Background: an optimization exercise with open tools, aiming at a short achievable clock period and few clock cycles. Do not read the settings as production practice. RTL that was checked went through simulation tests only; none was proved equivalent to the original. The RTL of run 3 was laid out without a check of its function.

[flow/config.mk]
export PLATFORM = sky130hd
export DESIGN_NAME = cpu_top
export DESIGN_NICKNAME = cpu_top
export VERILOG_FILES = /design/flow/design.v
export SDC_FILE = /design/flow/constraint.sdc
export NUM_CORES = 4
export LEC_CHECK = 0
export CAP_MARGIN = 20
export CORE_MARGIN = 2
export CORE_UTILIZATION = 30
export SLEW_MARGIN = 20
[flow/design.v]
package cpu_pkg;
    localparam logic [3:0] OP_NOP   = 4'd0;
    localparam logic [3:0] OP_MOVIR = 4'd1;
    localparam logic [3:0] OP_LOAD  = 4'd3;
    localparam logic [3:0] OP_STORE = 4'd4;
    localparam logic [3:0] OP_ADDRR = 4'd5;
    localparam logic [3:0] OP_ADDI  = 4'd6;
    localparam logic [3:0] OP_SUBRR = 4'd7;
    localparam logic [3:0] OP_SUBI  = 4'd8;
    localparam logic [3:0] OP_JZI   = 4'd9;
    localparam logic [3:0] OP_HALT  = 4'd15;
endpackage
module cpu_top (
    input  logic       clk,
    input  logic       reset,
    input  logic       load_we,
    input  logic [7:0] load_addr,
    input  logic [7:0] load_data,
    output logic       store_valid,
    output logic [7:0] store_addr,
    output logic [7:0] store_data,
    output logic       halted
);
    localparam int W  = 3;             
    localparam int FB = 2 * W;         
    localparam int NB = 8;             
    localparam int BB = 3;             
    localparam int RB = 8 - BB;        
    localparam int NR = 256 / NB;      
    logic       ld_we_q;
    logic [7:0] ld_addr_q;
    logic [7:0] ld_data_q;
    always_ff @(posedge clk) begin
        ld_we_q   <= load_we;
        ld_addr_q <= load_addr;
        ld_data_q <= load_data;
    end
    logic [W-1:0][15:0]    ir;       
    logic [7:0]            epc;      
    logic [W-1:0][7:0]     ea;       
    logic [W-1:0][7:0]     eb;       
    logic [7:0]            fpc;      
    logic [NB-1:0][RB-1:0] frow;     
    logic [7:0][7:0]       regs;
    logic                  zf;
    logic                  halt_q;
    logic                  st_valid_q;
    logic [7:0]            st_addr_q;
    logic [7:0]            st_data_q;
    logic [W-1:0][3:0] op;
    logic [W-1:0][2:0] rd, ra, rb;
    logic [W-1:0][7:0] k;
    logic [W-1:0]      rr, ri, alu, sub, st, ld, mi, jz, hl, wr;
    always_comb begin
        for (int s = 0; s < W; s++) begin
            op[s]  = ir[s][15:12];
            rd[s]  = ir[s][10:8];
            ra[s]  = ir[s][6:4];
            rb[s]  = ir[s][2:0];
            k[s]   = ir[s][7:0];
            rr[s]  = (op[s] == cpu_pkg::OP_ADDRR) || (op[s] == cpu_pkg::OP_SUBRR);
            ri[s]  = (op[s] == cpu_pkg::OP_ADDI) || (op[s] == cpu_pkg::OP_SUBI);
            alu[s] = rr[s] || ri[s];
            sub[s] = (op[s] == cpu_pkg::OP_SUBRR) || (op[s] == cpu_pkg::OP_SUBI);
            st[s]  = (op[s] == cpu_pkg::OP_STORE);
            ld[s]  = (op[s] == cpu_pkg::OP_LOAD);
            mi[s]  = (op[s] == cpu_pkg::OP_MOVIR);
            jz[s]  = (op[s] == cpu_pkg::OP_JZI);
            hl[s]  = (op[s] == cpu_pkg::OP_HALT);
            wr[s]  = rr[s] || ri[s] || ld[s] || mi[s];
        end
    end
    logic [W-1:0][7:0] rdv, rav, rbv, av, bv, bx, res;
    logic [W-1:0]      z;
    always_comb begin
        for (int s = 0; s < W; s++) begin
            rdv[s] = regs[rd[s]];
            rav[s] = regs[ra[s]];
            rbv[s] = regs[rb[s]];
            av[s]  = rr[s] ? rav[s] : rdv[s];
            bv[s]  = rr[s] ? rbv[s] : k[s];
            res[s] = sub[s] ? (av[s] - bv[s]) : (av[s] + bv[s]);
            bx[s]  = sub[s] ? ~bv[s] : bv[s];
            z[s]   = ((av[s] ^ bx[s]) == {av[s][6:0] | bx[s][6:0], sub[s]});
        end
    end
    logic [7:0] s_addr, s_data;
    logic [W-1:0] st_seen;           
    always_comb begin
        logic seen;
        seen   = 1'b0;
        s_addr = k[0];
        s_data = rdv[0];
        for (int s = 0; s < W; s++) begin
            st_seen[s] = seen;
            if (st[s] && !seen) begin
                s_addr = k[s];
                s_data = rdv[s];
            end
            seen = seen || st[s];
        end
    end
    function automatic logic [RB-1:0] row_inc(input logic [RB-1:0] r);
        row_inc = '0;
        for (int v = 0; v < NR; v++) if (r == RB'(v)) row_inc = RB'(v + 1);
    endfunction
    function automatic logic [RB-1:0] row_of(input logic [7:0] a, input int b);
        logic [NB-1:0] above;    
        above = '0;
        for (int v = 0; v < NB; v++) above[v] = (v > b);
        row_of = above[a[BB-1:0]] ? row_inc(a[7:BB]) : a[7:BB];
    endfunction
    logic [W-1:0][NB-1:0][RB-1:0] krow;
    always_comb begin
        for (int s = 0; s < W; s++)
            for (int b = 0; b < NB; b++)
                krow[s][b] = row_of(k[s], b);
    end
    logic [W-1:0] iss;               
    always_comb begin
        logic ok;
        logic alu_before;
        iss[0] = !halt_q;
        for (int s = 1; s < W; s++) begin
            ok = iss[s-1] && !hl[s-1];
            alu_before = 1'b0;
            for (int j = 0; j < s; j++) begin
                if (jz[j] && (zf || alu_before)) ok = 1'b0;
                if (wr[j] && ((rr[s] && ((ra[s] == rd[j]) || (rb[s] == rd[j])))
                           || ((ri[s] || st[s]) && (rd[s] == rd[j])))) ok = 1'b0;
                if (st[j] && st[s]) ok = 1'b0;
                if (st[j] && ((k[j] == ea[s]) || (k[j] == eb[s]))) ok = 1'b0;
                alu_before = alu_before || alu[j];
            end
            for (int j = 0; j < s; j++) begin
                if (st[j] && ld[s] && (k[j] == k[s])) ok = 1'b0;
                if (st[j] && jz[s] && ((k[j][7:BB] == k[s][7:BB])
                                    || (k[j][7:BB] == row_inc(k[s][7:BB])))) ok = 1'b0;
            end
            iss[s] = ok;
        end
    end
    logic [W-1:0] take;
    logic         any_take;
    always_comb begin
        logic zb;
        zb = zf;
        for (int s = 0; s < W; s++) begin
            take[s] = iss[s] && jz[s] && zb;
            if (alu[s]) zb = z[s];
        end
        any_take = |take;
    end
    logic s_en;
    always_comb begin
        s_en = 1'b0;
        for (int s = 0; s < W; s++) if (iss[s] && st[s]) s_en = 1'b1;
    end
    logic       sq_en;
    logic [7:0] sq_addr, sq_data;
    always_ff @(posedge clk or posedge reset) begin
        if (reset) sq_en <= 1'b0;
        else sq_en <= s_en;
    end
    always_ff @(posedge clk) begin
        sq_addr <= s_addr;
        sq_data <= s_data;
    end
    logic       w_en;
    logic [7:0] w_addr, w_data;
    assign w_en   = ld_we_q || sq_en;
    assign w_addr = ld_we_q ? ld_addr_q : sq_addr;
    assign w_data = ld_we_q ? ld_data_q : sq_data;
    logic [NB-1:0][7:0]        fbank;     
    logic [W-1:0][NB-1:0][7:0] kbank;     
    for (genvar b = 0; b < NB; b++) begin : g_bank
        logic [7:0] mem [NR];
        always_ff @(posedge clk) begin
            if (w_en && (w_addr[BB-1:0] == BB'(b))) mem[w_addr[7:BB]] <= w_data;
        end
        logic [7:0] rmem [NR];
        always_comb begin
            for (int r = 0; r < NR; r++)
                rmem[r] = (w_en && (w_addr == {RB'(r), BB'(b)})) ? w_data : mem[r];
        end
        always_comb begin
            fbank[b] = rmem[frow[b]];
            if (s_en && (s_addr == {frow[b], BB'(b)})) fbank[b] = s_data;
            for (int s = 0; s < W; s++) begin
                kbank[s][b] = rmem[krow[s][b]];
            end
        end
    end
    logic [FB-1:0][7:0]        fq;
    logic [W-1:0][FB-1:0][7:0] kq;
    always_comb begin
        for (int i = 0; i < FB; i++) begin
            fq[i] = fbank[BB'(fpc[BB-1:0] + BB'(i))];
            for (int s = 0; s < W; s++)
                kq[s][i] = kbank[s][BB'(k[s][BB-1:0] + BB'(i))];
        end
    end
    logic [W-1:0][15:0] irp;
    always_comb begin
        for (int s = 0; s < W; s++) begin
            irp[s][15:8] = (s_en && (s_addr == ea[s])) ? s_data : ir[s][15:8];
            irp[s][7:0]  = (s_en && (s_addr == eb[s])) ? s_data : ir[s][7:0];
        end
    end
    logic [W-1:0]          shift;    
    logic [W-1:0][15:0]    n_ir;
    logic [7:0]            n_epc, n_fpc;
    logic [W-1:0][7:0]     n_ea, n_eb;
    logic [NB-1:0][RB-1:0] n_row;
    always_comb begin
        for (int c = 1; c <= W; c++)
            shift[c-1] = !any_take && iss[c-1] && ((c == W) || !iss[c % W]);
        n_ir  = '0;
        n_epc = '0;
        n_ea  = '0;
        n_eb  = '0;
        n_fpc = '0;
        n_row = '0;
        for (int c = 1; c <= W; c++) begin
            for (int s = 0; s < W; s++) begin
                if (s + c < W) n_ir[s] = n_ir[s] | ({16{shift[c-1]}} & irp[s + c]);
                else n_ir[s] = n_ir[s] | ({16{shift[c-1]}}
                                           & {fq[2 * (s + c - W)], fq[2 * (s + c - W) + 1]});
                n_ea[s] = n_ea[s] | ({8{shift[c-1]}} & (ea[s] + 8'(2 * c)));
                n_eb[s] = n_eb[s] | ({8{shift[c-1]}} & (eb[s] + 8'(2 * c)));
            end
            n_epc = n_epc | ({8{shift[c-1]}} & (epc + 8'(2 * c)));
            n_fpc = n_fpc | ({8{shift[c-1]}} & (fpc + 8'(2 * c)));
            for (int b = 0; b < NB; b++)
                n_row[b] = n_row[b] | ({RB{shift[c-1]}} & row_of(fpc + 8'(2 * c), b));
        end
        for (int s = 0; s < W; s++) begin
            for (int i = 0; i < W; i++)
                n_ir[i] = n_ir[i] | ({16{take[s]}} & {kq[s][2 * i], kq[s][2 * i + 1]});
            for (int t = 0; t < W; t++) begin
                n_ea[t] = n_ea[t] | ({8{take[s]}} & (k[s] + 8'(2 * t)));
                n_eb[t] = n_eb[t] | ({8{take[s]}} & (k[s] + 8'(2 * t + 1)));
            end
            n_epc = n_epc | ({8{take[s]}} & k[s]);
            n_fpc = n_fpc | ({8{take[s]}} & (k[s] + 8'(FB)));
            for (int b = 0; b < NB; b++)
                n_row[b] = n_row[b] | ({RB{take[s]}} & row_of(k[s] + 8'(FB), b));
        end
    end
    logic [W-1:0] wr_iss;
    logic         halt_now;
    always_comb begin
        halt_now = 1'b0;
        for (int s = 0; s < W; s++) begin
            wr_iss[s] = iss[s] && wr[s];
            if (iss[s] && hl[s]) halt_now = 1'b1;
        end
    end
    always_ff @(posedge clk or posedge reset) begin
        if (reset) begin
            ir         <= '0;
            epc        <= 8'(-FB);
            for (int t = 0; t < W; t++) begin
                ea[t] <= 8'(2 * t - FB);
                eb[t] <= 8'(2 * t + 1 - FB);
            end
            fpc        <= 8'd0;
            frow       <= '0;
            regs       <= '0;
            zf         <= 1'b0;
            halt_q     <= 1'b0;
            st_valid_q <= 1'b0;
            st_addr_q  <= 8'd0;
            st_data_q  <= 8'd0;
        end else begin
            st_valid_q <= s_en;
            st_addr_q  <= s_addr;
            st_data_q  <= s_data;
            if (halt_now) halt_q <= 1'b1;
            if (!halt_q && !halt_now) begin
                ir   <= n_ir;
                epc  <= n_epc;
                ea   <= n_ea;
                eb   <= n_eb;
                fpc  <= n_fpc;
                frow <= n_row;
            end
            for (int s = 0; s < W; s++) begin
                if (iss[s] && alu[s]) zf <= z[s];
            end
            for (int r = 0; r < 8; r++) begin
                for (int s = 0; s < W; s++) begin
                    if (wr_iss[s] && (rd[s] == 3'(r)))
                        regs[r] <= alu[s] ? res[s] : (mi[s] ? k[s] : kq[s][0]);
                end
            end
        end
    end
    assign store_valid = st_valid_q;
    assign store_addr  = st_addr_q;
    assign store_data  = st_data_q;
    assign halted      = halt_q;
endmodule
[flow/standard.sh]
#!/bin/bash
# synth_recipe.tcl (not shown) runs the flow's synth.tcl, then flattens the netlist and writes it again
# the make line also repeats each setting of config.mk as NAME=value (left out here)
make -C /OpenROAD-flow-scripts/flow DESIGN_CONFIG=/design/flow/config.mk WORK_HOME=/design/flow/orfs CLKGATE_MAP_FILE= SYNTH_SCRIPT=/design/flow/synth_recipe.tcl "${@:-finish}"
[flow/flow/run.sh]
#!/bin/bash
# Standard ORFS layout, with the timing repair steps asked to leave a
# setup margin so the achieved period comes out well under the target.
set -euo pipefail
bash standard.sh synth > synth.log 2>&1
bash standard.sh SETUP_SLACK_MARGIN=7.5 finish > layout.log 2>&1
[flow/constraint.sdc]
create_clock -name core_clock -period 12.0 [get_ports {clk}]
set_input_delay 2.4000 -clock core_clock [delete_from_list [all_inputs] [get_ports {clk}]]
set_output_delay 2.4000 -clock core_clock [all_outputs]
set_load 0.01 [all_outputs]
==> results of run 1 <==
==> per-layer routing <==
layer / overflow / track usage [%]
met1: 299 / 87.4
met2: 1788 / 93.1
met3: 380 / 81.5
met4: 1261 / 83.2
met5: 51 / 70.2
==> worst max-delay path by stage <==
stage	startpoint	end
global placement	ld_we_q	ir[37]
CTS	ld_we_q	regs[39]
floorplan	reset	ea[16]
detailed placement	ld_we_q	ir[23]
==> cells in the mapped netlist (all sizes together), types with 145 or more instances <==
| cell | instances |
|---|---|
| xor2 | 218 |
| nor4 | 731 |
| o22ai | 1128 |
| nand4 | 330 |
| a21oi | 2177 |
| buf | 876 |
| dfrtp | 175 |
| o211ai | 940 |
| a211oi | 340 |
| o221ai | 275 |
| clkbuf | 1366 |
| nor2 | 1779 |
| mux2i | 516 |
| a211o | 199 |
| a31oi | 609 |
| edfxtp | 2048 |
| xnor2 | 296 |
| a2111oi | 346 |
| inv | 234 |
| o2111ai | 602 |
| and3 | 159 |
| nor3 | 1541 |
| a21o | 336 |
| nand2 | 2068 |
| o21ai | 1568 |
| mux4 | 145 |
| a22oi | 286 |
| nand3 | 1268 |
| or3 | 210 |
| and2 | 203 |
==> cells by family after synthesis <==
kind of cell	Yosys count
buffers and inverters	2508
multiplexers	776
AO/OA/AOI/OAI	10103
flip-flops	2284
XOR/XNOR	519
AND/OR/NAND/NOR	9303
adder cells (fa/ha/maj)	130
==> what timing repair did <==
item | 4_1_cts
gates resized for setup | 4096
pin swaps | 546
setup buffers | 986
cloned | 123
setup endpoints to repair | 337
==> flow_summary.json, run 1 <==
{
  "ys_seq_elements": 2284,
  "synth_area_leaders": "edfxtp_1, a21oi_1, nand2_1",
  "gp_congestion": 1.36,
  "synth_fa_ha_area_share_pct": 0.791,
  "post_dp_cell_area_um2": 238000,
  "grt_first_pass_wirelength_um": 4100000,
  "first-error": "[ERROR GRT-0116] Global routing finished with congestion. Check the congestion regions in the DRC Viewer.",
  "holdBufCountCts": 0,
  "synth_unique_cells": 119,
  "synth_compound_gate_area_share_pct": 32.7,
  "synth_top_family_by_area": "compound AO/OA/AOI/OAI gates",
  "die_h_um": 837,
  "grt.total_usage_pct": 86.7,
  "synth_ff_type": "edfxtp_1",
  "cts.root.buffer_cell": "clkbuf_16",
  "post_synth.cell_area_avg_um2": 8.13,
  "yosys_warnings": 9,
  "cts_buf_count": 333,
  "initial_core_utilization_pct": 30.1,
  "maximum_number_of_pins_on_one_net_before_global_route_repair": 105,
  "synth-async-reset-ratio_pct": 8.89,
  "globalRoute.totalOverflow": 3779,
  "cts_h_tree_lvls": 5,
  "placement_rows": 306,
  "synth_edf_count": 2048,
  "synthesis.area_um2": 208000,
  "synth_sequential_area_ratio_pct": 32.3,
  "run_status": "stopped before the end",
  "post-place-cells": 35283,
  "synth_xor_xnor_area_share_pct": 2.22,
  "syn_inst": 25623,
  "synth_mux_area_share_pct": 4.67,
  "grt_pass1_vias": 342576,
  "dieWidth_um": 837,
  "floorplan.io_pins": 37,
  "post-synth-top-area-fraction_pct": 29.5,
  "pre_cts_ws_ps": 3270,
  "syn_nets": 25772,
  "synth_area_leader_cell": "edfxtp_1",
  "hpwlAfterDp_um": 2080000,
  "ctsLongestPathBuffers": 4,
  "synthSimpleGateAreaFrac_pct": 22.5,
  "failing_step": "5_1_grt",
  "io_buffers": 36,
  "tritoncts_num_sinks": 2284
}
Testbench counts, summed over its fixed seeds: cycles 8,536.
==> inputs of run 2 (changes only) <==
--- a/flow/design.v
+++ b/flow/design.v
@@ -116,6 +116,14 @@
             for (int b = 0; b < NB; b++)
                 krow[s][b] = row_of(k[s], b);
     end
+    logic [W-1:0] k_hit;
+    always_comb begin
+        for (int s = 0; s < W; s++) begin
+            k_hit[s] = 1'b0;
+            for (int b = 0; b < NB; b++)
+                if (s_addr == {krow[s][b], BB'(b)}) k_hit[s] = 1'b1;
+        end
+    end
     logic [W-1:0] iss;               
     always_comb begin
         logic ok;
@@ -132,11 +140,7 @@
                 if (st[j] && ((k[j] == ea[s]) || (k[j] == eb[s]))) ok = 1'b0;
                 alu_before = alu_before || alu[j];
             end
-            for (int j = 0; j < s; j++) begin
-                if (st[j] && ld[s] && (k[j] == k[s])) ok = 1'b0;
-                if (st[j] && jz[s] && ((k[j][7:BB] == k[s][7:BB])
-                                    || (k[j][7:BB] == row_inc(k[s][7:BB])))) ok = 1'b0;
-            end
+            if (st_seen[s] && (ld[s] || jz[s]) && k_hit[s]) ok = 1'b0;
             iss[s] = ok;
         end
     end
@@ -156,21 +160,11 @@
         s_en = 1'b0;
         for (int s = 0; s < W; s++) if (iss[s] && st[s]) s_en = 1'b1;
     end
-    logic       sq_en;
-    logic [7:0] sq_addr, sq_data;
-    always_ff @(posedge clk or posedge reset) begin
-        if (reset) sq_en <= 1'b0;
-        else sq_en <= s_en;
-    end
-    always_ff @(posedge clk) begin
-        sq_addr <= s_addr;
-        sq_data <= s_data;
-    end
     logic       w_en;
     logic [7:0] w_addr, w_data;
-    assign w_en   = ld_we_q || sq_en;
-    assign w_addr = ld_we_q ? ld_addr_q : sq_addr;
-    assign w_data = ld_we_q ? ld_data_q : sq_data;
+    assign w_en   = ld_we_q || s_en;
+    assign w_addr = ld_we_q ? ld_addr_q : s_addr;
+    assign w_data = ld_we_q ? ld_data_q : s_data;
     logic [NB-1:0][7:0]        fbank;     
     logic [W-1:0][NB-1:0][7:0] kbank;     
     for (genvar b = 0; b < NB; b++) begin : g_bank
@@ -178,16 +172,11 @@
         always_ff @(posedge clk) begin
             if (w_en && (w_addr[BB-1:0] == BB'(b))) mem[w_addr[7:BB]] <= w_data;
         end
-        logic [7:0] rmem [NR];
-        always_comb begin
-            for (int r = 0; r < NR; r++)
-                rmem[r] = (w_en && (w_addr == {RB'(r), BB'(b)})) ? w_data : mem[r];
-        end
         always_comb begin
-            fbank[b] = rmem[frow[b]];
-            if (s_en && (s_addr == {frow[b], BB'(b)})) fbank[b] = s_data;
+            fbank[b] = mem[frow[b]];
+            if (w_en && (w_addr == {frow[b], BB'(b)})) fbank[b] = w_data;
             for (int s = 0; s < W; s++) begin
-                kbank[s][b] = rmem[krow[s][b]];
+                kbank[s][b] = mem[krow[s][b]];
             end
         end
     end
@@ -207,44 +196,49 @@
             irp[s][7:0]  = (s_en && (s_addr == eb[s])) ? s_data : ir[s][7:0];
         end
     end
-    logic [W-1:0]          shift;    
     logic [W-1:0][15:0]    n_ir;
     logic [7:0]            n_epc, n_fpc;
     logic [W-1:0][7:0]     n_ea, n_eb;
     logic [NB-1:0][RB-1:0] n_row;
     always_comb begin
-        for (int c = 1; c <= W; c++)
-            shift[c-1] = !any_take && iss[c-1] && ((c == W) || !iss[c % W]);
-        n_ir  = '0;
-        n_epc = '0;
-        n_ea  = '0;
-        n_eb  = '0;
-        n_fpc = '0;
-        n_row = '0;
+        int n;
+        n = 0;
+        for (int s = 0; s < W; s++) if (iss[s]) n = s + 1;
+        n_ir  = ir;
+        n_epc = epc;
+        n_ea  = ea;
+        n_eb  = eb;
+        n_fpc = fpc;
+        n_row = frow;
         for (int c = 1; c <= W; c++) begin
-            for (int s = 0; s < W; s++) begin
-                if (s + c < W) n_ir[s] = n_ir[s] | ({16{shift[c-1]}} & irp[s + c]);
-                else n_ir[s] = n_ir[s] | ({16{shift[c-1]}}
-                                           & {fq[2 * (s + c - W)], fq[2 * (s + c - W) + 1]});
-                n_ea[s] = n_ea[s] | ({8{shift[c-1]}} & (ea[s] + 8'(2 * c)));
-                n_eb[s] = n_eb[s] | ({8{shift[c-1]}} & (eb[s] + 8'(2 * c)));
+            if (n == c) begin
+                for (int s = 0; s < W; s++) begin
+                    if (s + c < W) n_ir[s] = irp[s + c];
+                    else n_ir[s] = {fq[2 * (s + c - W)], fq[2 * (s + c - W) + 1]};
+                end
+                n_epc = epc + 8'(2 * c);
+                for (int t = 0; t < W; t++) begin
+                    n_ea[t] = epc + 8'(2 * c + 2 * t);
+                    n_eb[t] = epc + 8'(2 * c + 2 * t + 1);
+                end
+                n_fpc = fpc + 8'(2 * c);
+                for (int b = 0; b < NB; b++) n_row[b] = row_of(fpc + 8'(2 * c), b);
             end
-            n_epc = n_epc | ({8{shift[c-1]}} & (epc + 8'(2 * c)));
-            n_fpc = n_fpc | ({8{shift[c-1]}} & (fpc + 8'(2 * c)));
-            for (int b = 0; b < NB; b++)
-                n_row[b] = n_row[b] | ({RB{shift[c-1]}} & row_of(fpc + 8'(2 * c), b));
         end
+    end
+    logic [W-1:0][W-1:0][15:0]    j_ir;
+    logic [W-1:0][7:0]            j_fpc;
+    logic [W-1:0][W-1:0][7:0]     j_ea, j_eb;
+    logic [W-1:0][NB-1:0][RB-1:0] j_row;
+    always_comb begin
         for (int s = 0; s < W; s++) begin
-            for (int i = 0; i < W; i++)
-                n_ir[i] = n_ir[i] | ({16{take[s]}} & {kq[s][2 * i], kq[s][2 * i + 1]});
+            for (int i = 0; i < W; i++) j_ir[s][i] = {kq[s][2 * i], kq[s][2 * i + 1]};
+            j_fpc[s] = k[s] + 8'(FB);
             for (int t = 0; t < W; t++) begin
-                n_ea[t] = n_ea[t] | ({8{take[s]}} & (k[s] + 8'(2 * t)));
-                n_eb[t] = n_eb[t] | ({8{take[s]}} & (k[s] + 8'(2 * t + 1)));
+                j_ea[s][t] = k[s] + 8'(2 * t);
+                j_eb[s][t] = k[s] + 8'(2 * t + 1);
             end
-            n_epc = n_epc | ({8{take[s]}} & k[s]);
-            n_fpc = n_fpc | ({8{take[s]}} & (k[s] + 8'(FB)));
-            for (int b = 0; b < NB; b++)
-                n_row[b] = n_row[b] | ({RB{take[s]}} & row_of(k[s] + 8'(FB), b));
+            for (int b = 0; b < NB; b++) j_row[s][b] = row_of(k[s] + 8'(FB), b);
         end
     end
     logic [W-1:0] wr_iss;
@@ -284,6 +278,16 @@
                 eb   <= n_eb;
                 fpc  <= n_fpc;
                 frow <= n_row;
+                for (int s = 0; s < W; s++) begin
+                    if (take[s]) begin
+                        ir   <= j_ir[s];
+                        epc  <= k[s];
+                        ea   <= j_ea[s];
+                        eb   <= j_eb[s];
+                        fpc  <= j_fpc[s];
+                        frow <= j_row[s];
+                    end
+                end
             end
             for (int s = 0; s < W; s++) begin
                 if (iss[s] && alu[s]) zf <= z[s];
==> run 2 against run 1 <==
  * Now clean on timing, DRC and antenna
  * Synthesized cell count down 39%
  * Area after synthesis down 14%
==> flow_summary.json, run 2 <==
{
  "cp_num_buf_inv": 7,
  "ys_top_cells_by_count": "nand2_1, edfxtp_1, mux4_2",
  "design.die.area_um2": 601000,
  "post-synth-top-area-fraction_pct": 34.5,
  "synth_sequential_area_ratio_pct": 37.6,
  "hold_viol_final": 0,
  "maxCapViolations": 0,
  "synthesis.area_um2": 178000,
  "worst_setup_hold_path_clk_slew_ps": 60,
  "layout_worst_path_cycle_share_pct": 49.3,
  "ys_seq_elements": 2272,
  "viasPerCell": 7.17,
  "critical-path-slowest-cell": "o211ai_1",
  "syn_nets": 15834,
  "crit_required_ps": 12890,
  "cts_buf_count": 276,
  "holdCritPathClass": "reg -> reg",
  "cts.root.buffer_cell": "clkbuf_16",
  "rsz0062_at_grt": "true",
  "syn_inst": 15682,
  "tightest_slew_ps": 1410,
  "globalRoute.totalOverflow": 0,
  "final.min_clock_period_ps": 5920,
  "grt.total_usage_pct": 35.7,
  "tritoncts_num_sinks": 2272,
  "critPathKind": "reg -> reg",
  "layout_commonest_cell": "nand2_1",
  "postRouteWirelength_um": 1130000,
  "critical_path.max_fanout": 28,
  "grt_first_pass_wirelength_um": 1480000,
  "most-common-layout-cells": "nand2_1, edfxtp_1, mux4_2, buf_4, mux2i_1",
  "drt.antenna.violating_nets": 0,
  "ctsLongestPathBuffers": 4,
  "maximum_number_of_pins_on_one_net_before_global_route_repair": 121,
  "num-fill-cells": 55720,
  "post-synth-top-count-cell": "nand2_1",
  "fin_skew_ps": 133,
  "tritoncts": "yes",
  "synth_unique_cells": 118,
  "yosys_warnings": 1,
  "floorplan.io_pins": 37,
  "cts_h_tree_lvls": 5,
  "post_synth.cell_area_avg_um2": 11.4,
  "achievable-frequency_mhz": 169,
  "critPathTopFamily": "compound AO/OA/AOI/OAI gates",
  "pre_cts_ws_ps": 3210,
  "net_total_in_the_final_layout": 16754,
  "clk-insertion-delay-late_ps": 1110,
  "slew-limit-headroom_pct": 5.55,
  "synth_edf_count": 2048,
  "synth-async-reset-ratio_pct": 9.11,
  "synth_area_leaders": "edfxtp_1, mux4_2, mux2i_1",
  "drive_gt1_share_pct": 37.2,
  "max_stage_delay_ps": 890,
  "hpwlAfterDp_um": 717000,
  "io_buffers": 36,
  "post_drt_wl_per_cell_um": 45.5,
  "grt_pass1_vias": 159246,
  "routed-via-count": 177530,
  "cp_cell_sequence": "inv_4 -> a311oi_4 -> buf_4 -> a21oi_4 -> buf_6 -> o211ai_1 -> buf_4 -> buf_6 -> a21oi_2 -> o211ai_1 -> a21oi_2 -> o22a_4 -> nor4b_4 -> a21boi_4 -> buf_12 -> nor2_4 -> buf_12 -> o211ai_1 -> nand2_1 -> o32a_1",
  "setup-tns-final_ps": 0,
  "drt-initial-drc-count": 34362,
  "final.setup.worst_slack_ps": 6080,
  "gp_congestion": 1.13,
  "run_status": "complete, no violations",
  "synth_ff_type": "edfxtp_1",
  "crit_path_start_kind": "register",
  "critPathCaptureType": "register",
  "drt_pass1_iterations": 22,
  "synth_area_leader_cell": "edfxtp_1",
  "timing.critical_path.mode_cell": "o211ai_1",
  "timing_max_transition_violations_final": 0,
  "placement_rows": 283,
  "initial_core_utilization_pct": 30.1,
  "floorplan.core_area_um2": 593000,
  "flip_flop_count_of_the_largest_register_after_layout": 2048,
  "synthToLayoutAreaGrowth_pct": 28.6,
  "worst_ep_arrival_time_ps": 6810,
  "detail_route.drc_violations": 0,
  "dieWidth_um": 775,
  "finalSetupViolCount": 0,
  "die_h_um": 775,
  "grt_antenna_before_repair": 100
}
[run 2: cell types whose count changed after synthesis, sizes merged, moves of 394 or more]
cell / before / now
nor4: 731 / 61
a21oi: 2177 / 551
clkbuf: 1366 / 972
o21ai: 1568 / 516
o2111ai: 602 / 34
o22ai: 1128 / 139
nor2: 1779 / 958
mux4: 145 / 1905
o211ai: 940 / 151
nand3: 1268 / 554
a31oi: 609 / 195
nor3: 1541 / 216
mux2i: 516 / 965
[run 2: what timing repair did]
item | 4_1_cts | 5_1_grt
hold buffers | 0 | 0
cloned | 131 | 22
setup endpoints to repair | 4157 | 1551
pin swaps | 365 | 271
setup buffers | 844 | 273
resized for setup | 2248 | 534
[run 2: worst min-delay path: cells and delay by family, from the launching register on]
kind / cells / cell delay (ps)
flops: 1 / 400
simple gates: 1 / 50
compound gates: 1 / 50
[run 2: layer usage]
| metal | track usage (%) | wire length [µm] |
|---|---|---|
| met1 | 40.8 | 361000 |
| met2 | 47.9 | 434000 |
| met3 | 19.7 | 199000 |
| met4 | 30.4 | 131000 |
| met5 | 2.59 | 2710 |
[run 2: logic make-up (layout without fill, tap and decap cells)]
group / count (synthesis) / count (layout) / synth area share [%]
flip-flops: 2272 / 2272 / 37.6
AND/OR/NAND/NOR: 4872 / 4883 / 12.1
multiplexers: 3046 / 3059 / 30.6
other: 0 / 99 / 0
adder cells (fa/ha/maj): 133 / 133 / 0.945
XOR/XNOR: 579 / 579 / 2.84
buffers and inverters: 1653 / 2765 / 3.64
AO/OA/AOI/OAI: 3127 / 3130 / 12.3
[run 2: path summary, 6_finish.rpt]
path                           endpoint  startpoint  cells after the start  slack, ps
setup / recovery                  ir[1]      ir[23]                     20       6080
hold / removal                   ea[23]      ea[23]                      2        510
setup reg to reg                  ir[1]      ir[23]                     20       6080
hold reg to reg                  ea[23]      ea[23]                      2        510
max in group asynchronous       frow[3]       reset                      4       8660
min in group asynchronous  st_data_q[1]       reset                      3       1860
[run 2: area by class of cell]
type | count | area, µm² | share of cell area, %
Tap cell | 7837 | 9810 | 4.27
Clock buffer | 330 | 7300 | 3.18
Timing Repair inverter | 7 | 63.8 | 0.0278
Multi-Input combinational cell | 11784 | 116000 | 50.6
Sequential cell | 2272 | 67200 | 29.3
Inverter | 142 | 790 | 0.344
Clock inverter | 167 | 1960 | 0.853
Timing Repair Buffer | 2119 | 25900 | 11.3
Antenna cell | 99 | 248 | 0.108
[run 2: metrics by stage]
stage               std cells  area (µm²)  hold WS, ps  util (%)
floorplan               15682      181000          476         -
global route            24674      229000          521      38.7
finish                  24757      230000          509      38.7
CTS                     24359      223000          504      37.7
detailed placement      22887      192000          496      32.3
global placement        22880      192000          495      32.3
Testbench counts of run 2, summed over its fixed seeds: cycles 8,552.
==> inputs of run 3 (changes only) <==
--- a/flow/design.v
+++ b/flow/design.v
@@ -24,7 +24,7 @@
     localparam int W  = 3;             
     localparam int FB = 2 * W;         
     localparam int NB = 8;             
-    localparam int BB = 3;             
+    localparam int BB = $clog2(NB);    
     localparam int RB = 8 - BB;        
     localparam int NR = 256 / NB;      
     logic       ld_we_q;
@@ -110,6 +110,19 @@
         for (int v = 0; v < NB; v++) above[v] = (v > b);
         row_of = above[a[BB-1:0]] ? row_inc(a[7:BB]) : a[7:BB];
     endfunction
+    logic [W-1:0][NR-1:0]         kdec;
+    logic [W-1:0][NB-1:0][NR-1:0] koh;
+    always_comb begin
+        for (int s = 0; s < W; s++) begin
+            for (int r = 0; r < NR; r++) kdec[s][r] = (k[s][7:BB] == RB'(r));
+            for (int b = 0; b < NB; b++) begin
+                logic [NB-1:0] above;
+                above = '0;
+                for (int v = 0; v < NB; v++) above[v] = (v > b);
+                koh[s][b] = above[k[s][BB-1:0]] ? {kdec[s][NR-2:0], kdec[s][NR-1]} : kdec[s];
+            end
+        end
+    end
     logic [W-1:0][NB-1:0][RB-1:0] krow;
     always_comb begin
         for (int s = 0; s < W; s++)
@@ -176,7 +189,9 @@
             fbank[b] = mem[frow[b]];
             if (w_en && (w_addr == {frow[b], BB'(b)})) fbank[b] = w_data;
             for (int s = 0; s < W; s++) begin
-                kbank[s][b] = mem[krow[s][b]];
+                kbank[s][b] = '0;
+                for (int r = 0; r < NR; r++)
+                    if (koh[s][b][r]) kbank[s][b] = kbank[s][b] | mem[r];
             end
         end
     end
--- a/flow/config.mk
+++ b/flow/config.mk
@@ -7,5 +7,5 @@
 export LEC_CHECK = 0
 export CAP_MARGIN = 20
 export CORE_MARGIN = 2
-export CORE_UTILIZATION = 30
+export CORE_UTILIZATION = 40
 export SLEW_MARGIN = 20
==> run 3 against run 2 <==
  * The flow now stops in 5_1_grt
  * Area after synthesis decreased by 9.9%
  * Synthesized cell count decreased by 5.6%
==> flow_summary.json, run 3 <==
{
  "grt_first_pass_wirelength_um": 2110000,
  "maximum_number_of_pins_on_one_net_before_global_route_repair": 109,
  "cts_h_tree_lvls": 5,
  "post-place-cells": 19775,
  "synth_area_leader_cell": "edfxtp_1",
  "synth_fa_ha_area_share_pct": 0.987,
  "run_status": "stopped before the end",
  "synth_edf_count": 2048,
  "cts.root.buffer_cell": "clkbuf_16",
  "post_synth.cell_area_avg_um2": 10.9,
  "failing_step": "5_1_grt",
  "tritoncts_num_sinks": 2272,
  "grt.total_usage_pct": 77.1,
  "post-synth-top-count-cell": "edfxtp_1",
  "synthSimpleGateAreaFrac_pct": 13.1,
  "synth_compound_gate_area_share_pct": 21.6,
  "die_h_um": 638,
  "synth_ff_type": "edfxtp_1",
  "cts_buf_count": 270,
  "ctsLongestPathBuffers": 4,
  "gp_congestion": 1.23,
  "hpwlAfterDp_um": 994000,
  "post_dp_cell_area_um2": 172000,
  "synth_area_leaders": "edfxtp_1, mux4_2, a22oi_1",
  "floorplan.io_pins": 37,
  "post-synth-top-area-fraction_pct": 38.2,
  "synth_mux_area_share_pct": 16.8,
  "synth_sequential_area_ratio_pct": 41.7,
  "io_buffers": 36,
  "synth_top_family_by_area": "compound AO/OA/AOI/OAI gates",
  "syn_nets": 14948,
  "synth_xor_xnor_area_share_pct": 2.80,
  "synthesis.area_um2": 161000,
  "placement_rows": 232,
  "ys_seq_elements": 2272,
  "synth-async-reset-ratio_pct": 9.11,
  "globalRoute.totalOverflow": 420,
  "grt_pass1_vias": 199740,
  "first-error": "[ERROR GRT-0116] Global routing finished with congestion. Check the congestion regions in the DRC Viewer.",
  "synth_unique_cells": 117,
  "dieWidth_um": 638,
  "yosys_warnings": 1,
  "initial_core_utilization_pct": 40.2,
  "syn_inst": 14804,
  "ys_top_cells_by_count": "edfxtp_1, a22oi_1, nand2_1"
}
run 3: cell count changes after synthesis, sizes merged, moves of 205 or more:
cell    before   now
a211oi     361    90
a21oi      551   305
a221oi      75   329
a22o        34   315
a22oi      107  1853
a311oi     216    11
buf        539   332
mux2i      965   421
mux4      1905   847
nand2     2311   956
nand4      103   375
nor3       216   577
o21ai      516   954
or2         29   242
run 3: cell families after synthesis:
| family | after synthesis |
|---|---|
| and+or+nand+nor | 4214 |
| muxes | 1592 |
| buffers and inverters | 1254 |
| xor gates and xnor gates | 513 |
| DFF | 2272 |
| adders and majority gates | 125 |
| AOI/OAI and AO/OA | 4834 |
run 3: per-layer routing:
metal	GRT overflow	global-route usage (%)
met1	22	79.8
met2	208	88.2
met3	16	67.8
met4	171	67.8
met5	3	46.5
run 3: how the worst max path moves through the flow:
| stage | startpoint | to | slack, ps | cells past startpoint |
|---|---|---|---|---|
| after detailed placement | ir[32] | regs[50] | 3710 | 18 |
| after global placement | ir[32] | regs[50] | 3630 | 18 |
| after floorplan | ir[24] | ir[34] | 6380 | 13 |
| after CTS | ir[17] | regs[37] | 6520 | 20 |
run 3: per-stage QoR:
stage	hold WS [ps]	worst slack [ps]
after floorplan	475	6380
after global placement	499	3630
after detailed placement	498	3710
after CTS	495	6520
run 3: repair_timing:
action                                   CTS
hold buffers                               0
pin swaps                                656
cloned                                   120
buffers inserted                        1409
resized for setup                       3036
endpoints found under the setup margin  3985

-- re-timing with driven ports --
No port has a modelled driver above. Below, the same layout with a new extraction and two added sets of constraints. Step 1, drivers: a clkbuf_16 drives clk and a buf_2 each remaining input, both assumed. Step 2, shift: input delay + t, output delay - t, t = (earliest + latest rising clock arrival at the registers) / 2. This alone moves slack from input paths to output paths. a / b / c = ideal ports / drivers / drivers and shift; a / b = the first two.
run: run 2
t (ns): 1.183
setup WS [ns]: 6.082 / 6.082 / 6.082
clock arrival spread, ns: 0.132 / 0.132
After both steps setup and hold are still met in run 2. For run 2, drivers alone change the setup slack by 0.000 ns; drivers and shift together by 0.000 ns.
